Source: an optimization exercise on an open RTL-to-GDS flow (aim: small area, a short achievable clock period and few clock cycles per item). Production flows keep margins and buffers that such runs may drop. Only simulation tests tie the RTL to the original design; equivalence was not proved.

==> inputs of job 3006 <==
// gamepad_velocity_command_mapper_top
module gamepad_velocity_command_mapper_top (
    input  logic                               clk,
    input  logic                               rst_n,
    input  logic                               cfg_wr_en,
    input  logic [gvcm_pkg::DZ_W-1:0]          cfg_wr_data,
    input  logic                               s_tvalid,
    output logic                               s_tready,
    input  logic [gvcm_pkg::IN_DATA_W-1:0]     s_tdata,
    input  logic                               s_tuser,
    output logic                               m_tvalid,
    input  logic                               m_tready,
    output logic [gvcm_pkg::OUT_DATA_W-1:0]    m_tdata,
    output logic                               m_tuser
);
clock: 14.0 ns
lec_check: 0
cap_margin: 20
core_margin: 2
core_utilization: 68
slew_margin: 20
standard.sh (not shown) runs the stock make flow with config.mk's settings and CLKGATE_MAP_FILE= SYNTH_SCRIPT=/design/flow/synth_recipe.tcl, a recipe that flattens the netlist after the stock synthesis.
==> flow/flow/run.sh <==
#!/bin/bash
# The standard layout (the standard.sh, with its standard synthesis), with the timing repair
# asked to over-fix setup: SETUP_SLACK_MARGIN makes repair_timing aim for slack of that many ns
# at the design's own clock period and constraints, which are left as they are.
set -euo pipefail
export SETUP_SLACK_MARGIN=9.5
bash standard.sh > standard.log 2>&1
==> job 488 (differences from job 3006) <==
--- a/flow/design.v
+++ b/flow/design.v
@@ -347,19 +347,19 @@
         c0_xy  = c0_rot ? ({b_y[16], b_y} ^ {18{sgn_xy}}) : 18'd0;
         c0_yx  = c0_rot ? ({b_x[16], b_x} ^ {18{sgn_yx}}) : 18'd0;
         a0     = {b_ang[13], b_ang, 8'b0};
         a1     = c0_d ? a0 - $signed(gvcm_pkg::atan_step(0)) : a0 + $signed(gvcm_pkg::atan_step(0));
     end
     gvcm_csa_tree #(.N(3), .W(18)) u_c0x (
-        .rows({c0_xx, c0_xy, {17'd0, c0_rot & sgn_xy}}),
+        .rows({c0_xx, c0_xy, 18'({1'b0, c0_rot & sgn_xy} + {1'b0, b_nx})}),
         .s(c0_xs), .c(c0_xc));
     gvcm_csa_tree #(.N(3), .W(18)) u_c0y (
-        .rows({c0_yy, c0_yx, {17'd0, c0_rot & sgn_yx}}),
+        .rows({c0_yy, c0_yx, 18'({1'b0, c0_rot & sgn_yx} + {1'b0, b_ny})}),
         .s(c0_ys), .c(c0_yc));
-    gvcm_add #(.W(18)) u_c0xa (.a(c0_xs), .b(c0_xc), .cin(b_nx), .s(x1), .cout());
-    gvcm_add #(.W(18)) u_c0ya (.a(c0_ys), .b(c0_yc), .cin(b_ny), .s(y1), .cout());
+    gvcm_add #(.W(18)) u_c0xa (.a(c0_xs), .b(c0_xc), .cin(1'b0), .s(x1), .cout());
+    gvcm_add #(.W(18)) u_c0ya (.a(c0_ys), .b(c0_yc), .cin(1'b0), .s(y1), .cout());
     logic                 c1_v;
     logic signed [17:0]   c1_x, c1_y;
     logic [21:0]          c1_a;
     logic [SB-1:0]        c1_sb;
     always_ff @(posedge clk or negedge rst_n)
     begin
@@ -436,13 +436,13 @@
             assign cv[gi+1] = rv_q;
         end
     endgenerate
     localparam logic [59:0] GAIN_K = 60'h0adb576ac12404a0;
     logic                 g1_v;
     logic [XW-1:0]        g1_xs, g1_xc, g1_ys, g1_yc;
-    logic [29:0]          g1_xk, g1_yk;
+    logic [15:0]          g1_xk, g1_yk;
     logic [SB-1:0]        g1_sb;
     logic [13*60-1:0]     gx_rows, gy_rows;
     logic [59:0]          gx_s, gx_c, gy_s, gy_c;
     function automatic logic [13*60-1:0] gain_rows(input logic [XW-1:0] v);
         logic [XW-1:0]     u, n;
         logic [13*60-1:0]  r;
@@ -466,32 +466,40 @@
         end
     endfunction
     assign gx_rows = gain_rows(cx[NS]);
     assign gy_rows = gain_rows(cy[NS]);
     gvcm_csa_tree #(.N(13), .W(60)) u_gx (.rows(gx_rows), .s(gx_s), .c(gx_c));
     gvcm_csa_tree #(.N(13), .W(60)) u_gy (.rows(gy_rows), .s(gy_s), .c(gy_c));
-    function automatic logic [29:0] block_gp(input logic [29:0] a, input logic [29:0] b);
+    function automatic logic [15:0] block_gp(input logic [29:0] a, input logic [29:0] b);
         logic [29:0] g, p;
-        logic [14:0] bg, bp;
+        logic [7:0]  bg, bp;
         begin
             g = a & b;
             p = a ^ b;
-            for (int j = 0; j < 15; j++)
+            for (int j = 0; j < 8; j++)
             begin
-                bg[j] = g[2*j+1] | (p[2*j+1] & g[2*j]);
-                bp[j] = p[2*j+1] & p[2*j];
+                bg[j] = 1'b0;
+                bp[j] = 1'b1;
+                for (int k = 0; k < 4; k++)
+                begin
+                    if (4*j + k < 30)
+                    begin
+                        bg[j] = g[4*j+k] | (p[4*j+k] & bg[j]);
+                        bp[j] = bp[j] & p[4*j+k];
+                    end
+                end
             end
             block_gp = {bp, bg};
         end
     endfunction
-    function automatic logic block_carry(input logic [29:0] gp);
+    function automatic logic block_carry(input logic [15:0] gp);
         logic c;
         begin
             c = 1'b0;
-            for (int j = 0; j < 15; j++)
-                c = gp[j] | (gp[15+j] & c);
+            for (int j = 0; j < 8; j++)
+                c = gp[j] | (gp[8+j] & c);
             block_carry = c;
         end
     endfunction
     always_ff @(posedge clk or negedge rst_n)
     begin
         if (!rst_n)
@@ -525,13 +533,12 @@
         end
     end
     logic                 g_v;
     logic [XW-2:0]        g_x, g_y;      
     logic                 g_sx, g_sy;    
     logic [1:0]           g_sa, g_sb2;   
-    logic                 g_neg;         
     function automatic logic [3:0] spd_terms(input logic [3:0] s);
         logic [3:0] r;
         begin
             case (s)
                 4'd1:    r = {2'd0, 2'd0};
                 4'd2:    r = {2'd1, 2'd0};
@@ -566,13 +573,12 @@
         begin
             g_x  <= g2_x[XW-2:0] ^ {(XW-1){g2_x[XW-1]}};
             g_y  <= g2_y[XW-2:0] ^ {(XW-1){g2_y[XW-1]}};
             g_sx <= g2_x[XW-1];
             g_sy <= g2_y[XW-1];
             {g_sa, g_sb2} <= spd_terms(g1_sb[SB-3 -: 4]);
-            g_neg <= (g1_sb[SB-3 -: 4] == 4'd7);
             g_sb <= g1_sb;
         end
     end
     logic [3:0]  g_spd;
     logic        g_sz, g_sw;
     logic signed [16:0] g_z, g_w;
@@ -589,13 +595,13 @@
             case (sb)
                 2'd0:    r[1*33 +: 33] = 33'd0;
                 2'd1:    r[1*33 +: 33] = 33'(m);
                 2'd2:    r[1*33 +: 33] = 33'(m) << 1;
                 default: r[1*33 +: 33] = ~(33'(m));
             endcase
-            r[2*33 +: 33] = sg ? 33'(s) : 33'd0;
+            r[2*33 +: 33] = (sg ? 33'(s) : 33'd0) + ((sb == 2'd3) ? 33'd1 : 33'd0);
             spd_rows33 = r;
         end
     endfunction
     function automatic logic [3*21-1:0] spd_rows21(input logic [15:0] m, input logic sg,
                                                    input logic [3:0] s, input logic [1:0] sa,
                                                    input logic [1:0] sb);
@@ -605,13 +611,13 @@
             case (sb)
                 2'd0:    r[1*21 +: 21] = 21'd0;
                 2'd1:    r[1*21 +: 21] = 21'(m);
                 2'd2:    r[1*21 +: 21] = 21'(m) << 1;
                 default: r[1*21 +: 21] = ~(21'(m));
             endcase
-            r[2*21 +: 21] = sg ? 21'(s) : 21'd0;
+            r[2*21 +: 21] = (sg ? 21'(s) : 21'd0) + ((sb == 2'd3) ? 21'd1 : 21'd0);
             spd_rows21 = r;
         end
     endfunction
     always_comb
     begin
         g_spd = g_sb[SB-3 -: 4];
@@ -625,16 +631,16 @@
         sw_rows = spd_rows21(g_w[15:0], g_sw, g_spd, g_sa, g_sb2);
     end
     gvcm_csa_tree #(.N(3), .W(33)) u_sx (.rows(sx_rows), .s(px_s), .c(px_c));
     gvcm_csa_tree #(.N(3), .W(33)) u_sy (.rows(sy_rows), .s(py_s), .c(py_c));
     gvcm_csa_tree #(.N(3), .W(21)) u_sz (.rows(sz_rows), .s(pz_s), .c(pz_c));
     gvcm_csa_tree #(.N(3), .W(21)) u_sw (.rows(sw_rows), .s(pw_s), .c(pw_c));
-    gvcm_add #(.W(33)) u_pxa (.a(px_s), .b(px_c), .cin(g_neg), .s(px), .cout());
-    gvcm_add #(.W(33)) u_pya (.a(py_s), .b(py_c), .cin(g_neg), .s(py), .cout());
-    gvcm_add #(.W(21)) u_pza (.a(pz_s), .b(pz_c), .cin(g_neg), .s(pz), .cout());
-    gvcm_add #(.W(21)) u_pwa (.a(pw_s), .b(pw_c), .cin(g_neg), .s(pw), .cout());
+    gvcm_add #(.W(33)) u_pxa (.a(px_s), .b(px_c), .cin(1'b0), .s(px), .cout());
+    gvcm_add #(.W(33)) u_pya (.a(py_s), .b(py_c), .cin(1'b0), .s(py), .cout());
+    gvcm_add #(.W(21)) u_pza (.a(pz_s), .b(pz_c), .cin(1'b0), .s(pz), .cout());
+    gvcm_add #(.W(21)) u_pwa (.a(pw_s), .b(pw_c), .cin(1'b0), .s(pw), .cout());
     logic        p_v;
     logic [19:0] p_x, p_y, p_z, p_w;
     logic [3:0]  p_s;
     logic        p_fly;
     logic [4:0]  p_req;
     always_ff @(posedge clk or negedge rst_n)
--- a/flow/config.mk
+++ b/flow/config.mk
@@ -4,8 +4,8 @@
 export VERILOG_FILES = /design/flow/design.v
 export SDC_FILE = /design/flow/constraint.sdc
 export NUM_CORES = 4
 export LEC_CHECK = 0
 export CAP_MARGIN = 20
 export CORE_MARGIN = 2
-export CORE_UTILIZATION = 68
+export CORE_UTILIZATION = 55
 export SLEW_MARGIN = 20
==> job 8665 (differences from job 3006) <==
--- a/flow/design.v
+++ b/flow/design.v
@@ -347,19 +347,19 @@
         c0_xy  = c0_rot ? ({b_y[16], b_y} ^ {18{sgn_xy}}) : 18'd0;
         c0_yx  = c0_rot ? ({b_x[16], b_x} ^ {18{sgn_yx}}) : 18'd0;
         a0     = {b_ang[13], b_ang, 8'b0};
         a1     = c0_d ? a0 - $signed(gvcm_pkg::atan_step(0)) : a0 + $signed(gvcm_pkg::atan_step(0));
     end
     gvcm_csa_tree #(.N(3), .W(18)) u_c0x (
-        .rows({c0_xx, c0_xy, {17'd0, c0_rot & sgn_xy}}),
+        .rows({c0_xx, c0_xy, 18'({1'b0, c0_rot & sgn_xy} + {1'b0, b_nx})}),
         .s(c0_xs), .c(c0_xc));
     gvcm_csa_tree #(.N(3), .W(18)) u_c0y (
-        .rows({c0_yy, c0_yx, {17'd0, c0_rot & sgn_yx}}),
+        .rows({c0_yy, c0_yx, 18'({1'b0, c0_rot & sgn_yx} + {1'b0, b_ny})}),
         .s(c0_ys), .c(c0_yc));
-    gvcm_add #(.W(18)) u_c0xa (.a(c0_xs), .b(c0_xc), .cin(b_nx), .s(x1), .cout());
-    gvcm_add #(.W(18)) u_c0ya (.a(c0_ys), .b(c0_yc), .cin(b_ny), .s(y1), .cout());
+    gvcm_add #(.W(18)) u_c0xa (.a(c0_xs), .b(c0_xc), .cin(1'b0), .s(x1), .cout());
+    gvcm_add #(.W(18)) u_c0ya (.a(c0_ys), .b(c0_yc), .cin(1'b0), .s(y1), .cout());
     logic                 c1_v;
     logic signed [17:0]   c1_x, c1_y;
     logic [21:0]          c1_a;
     logic [SB-1:0]        c1_sb;
     always_ff @(posedge clk or negedge rst_n)
     begin
@@ -436,13 +436,13 @@
             assign cv[gi+1] = rv_q;
         end
     endgenerate
     localparam logic [59:0] GAIN_K = 60'h0adb576ac12404a0;
     logic                 g1_v;
     logic [XW-1:0]        g1_xs, g1_xc, g1_ys, g1_yc;
-    logic [29:0]          g1_xk, g1_yk;
+    logic [15:0]          g1_xk, g1_yk;
     logic [SB-1:0]        g1_sb;
     logic [13*60-1:0]     gx_rows, gy_rows;
     logic [59:0]          gx_s, gx_c, gy_s, gy_c;
     function automatic logic [13*60-1:0] gain_rows(input logic [XW-1:0] v);
         logic [XW-1:0]     u, n;
         logic [13*60-1:0]  r;
@@ -466,32 +466,40 @@
         end
     endfunction
     assign gx_rows = gain_rows(cx[NS]);
     assign gy_rows = gain_rows(cy[NS]);
     gvcm_csa_tree #(.N(13), .W(60)) u_gx (.rows(gx_rows), .s(gx_s), .c(gx_c));
     gvcm_csa_tree #(.N(13), .W(60)) u_gy (.rows(gy_rows), .s(gy_s), .c(gy_c));
-    function automatic logic [29:0] block_gp(input logic [29:0] a, input logic [29:0] b);
+    function automatic logic [15:0] block_gp(input logic [29:0] a, input logic [29:0] b);
         logic [29:0] g, p;
-        logic [14:0] bg, bp;
+        logic [7:0]  bg, bp;
         begin
             g = a & b;
             p = a ^ b;
-            for (int j = 0; j < 15; j++)
+            for (int j = 0; j < 8; j++)
             begin
-                bg[j] = g[2*j+1] | (p[2*j+1] & g[2*j]);
-                bp[j] = p[2*j+1] & p[2*j];
+                bg[j] = 1'b0;
+                bp[j] = 1'b1;
+                for (int k = 0; k < 4; k++)
+                begin
+                    if (4*j + k < 30)
+                    begin
+                        bg[j] = g[4*j+k] | (p[4*j+k] & bg[j]);
+                        bp[j] = bp[j] & p[4*j+k];
+                    end
+                end
             end
             block_gp = {bp, bg};
         end
     endfunction
-    function automatic logic block_carry(input logic [29:0] gp);
+    function automatic logic block_carry(input logic [15:0] gp);
         logic c;
         begin
             c = 1'b0;
-            for (int j = 0; j < 15; j++)
-                c = gp[j] | (gp[15+j] & c);
+            for (int j = 0; j < 8; j++)
+                c = gp[j] | (gp[8+j] & c);
             block_carry = c;
         end
     endfunction
     always_ff @(posedge clk or negedge rst_n)
     begin
         if (!rst_n)
==> flow/flow/run.sh (replaced) <==
#!/bin/bash
# The standard layout (the standard.sh, with its standard synthesis), with the timing repair
# asked to over-fix setup: SETUP_SLACK_MARGIN makes repair_timing aim for slack of that many ns
# at the design's own clock period and constraints, which are left as they are.
set -euo pipefail
export SETUP_SLACK_MARGIN=10
bash standard.sh > standard.log 2>&1
==> notes <==
- Global-route usage, highest first: job 8665, job 3006, job 488.
- In synthesized area, job 3006 and job 488 hardly differ.
- Job 488 passed the timing, design-rule and antenna checks. Job 8665 completed with no timing, DRC or antenna violations. Job 3006 finished clean.
- Between job 8665 and job 3006, the lower cell count is in job 3006 (gap about 1.8%, measured against job 3006).
- Against job 3006, the fmax of job 488 is larger by about 9%.
- Register-to-register slack, lowest first: job 3006, job 488, job 8665.
- Sequential share of layout area: job 8665 < job 488 < job 3006.
- Die area: job 488 is larger than job 3006 (23%).
- In job 8665 the setup slack is better than in job 3006, by 0.54 ns.
- In job 3006 the first-iteration DRC count is smaller than in job 8665, by 2.0%.
Testbench counts of job 3006, summed over its fixed seeds: cycles 3,110, items 2,400.
Testbench counts of job 488, summed over its fixed seeds: cycles 3,110, items 2,400.
Testbench counts of job 8665, summed over its fixed seeds: cycles 3,110, items 2,400.

==> re-timing with driven ports <==
Ports are ideal in the flow. The routed layouts listed here were re-timed in OpenROAD.
Step 1 (the two cells are an assumption about what drives the block):
set clk [get_ports {clk}]
set_driving_cell -lib_cell sky130_fd_sc_hd__clkbuf_16 $clk
set_driving_cell -lib_cell sky130_fd_sc_hd__buf_2 [delete_from_list [all_inputs] $clk]
Step 2 times the ports against the registers' clock, not the clock port: input delays grow and output delays shrink by t, the midpoint of the rising clock arrivals with the driver on.
a / b / c = ideal ports / drivers / drivers and shift; a / b = the first two.
| run | shift t [ns] | slack for setup (ns) | hold WS [ns] | cell pins on the clock port's net |
|---|---|---|---|---|
| job 3006 | 1.006 | 8.848 / 8.848 / 8.585 | 0.379 / 0.379 / 0.379 | 1 |
| job 488 | 1.035 | 9.274 / 9.274 / 8.629 | 0.381 / 0.381 / 0.381 | 1 |
| job 8665 | 1.030 | 9.391 / 9.345 / 9.040 | 0.382 / 0.382 / 0.382 | 1 |
After both steps setup and hold are still met in every run listed. For job 488, which loses most, drivers alone change the setup slack by 0.000 ns; drivers and shift together by -0.645 ns.
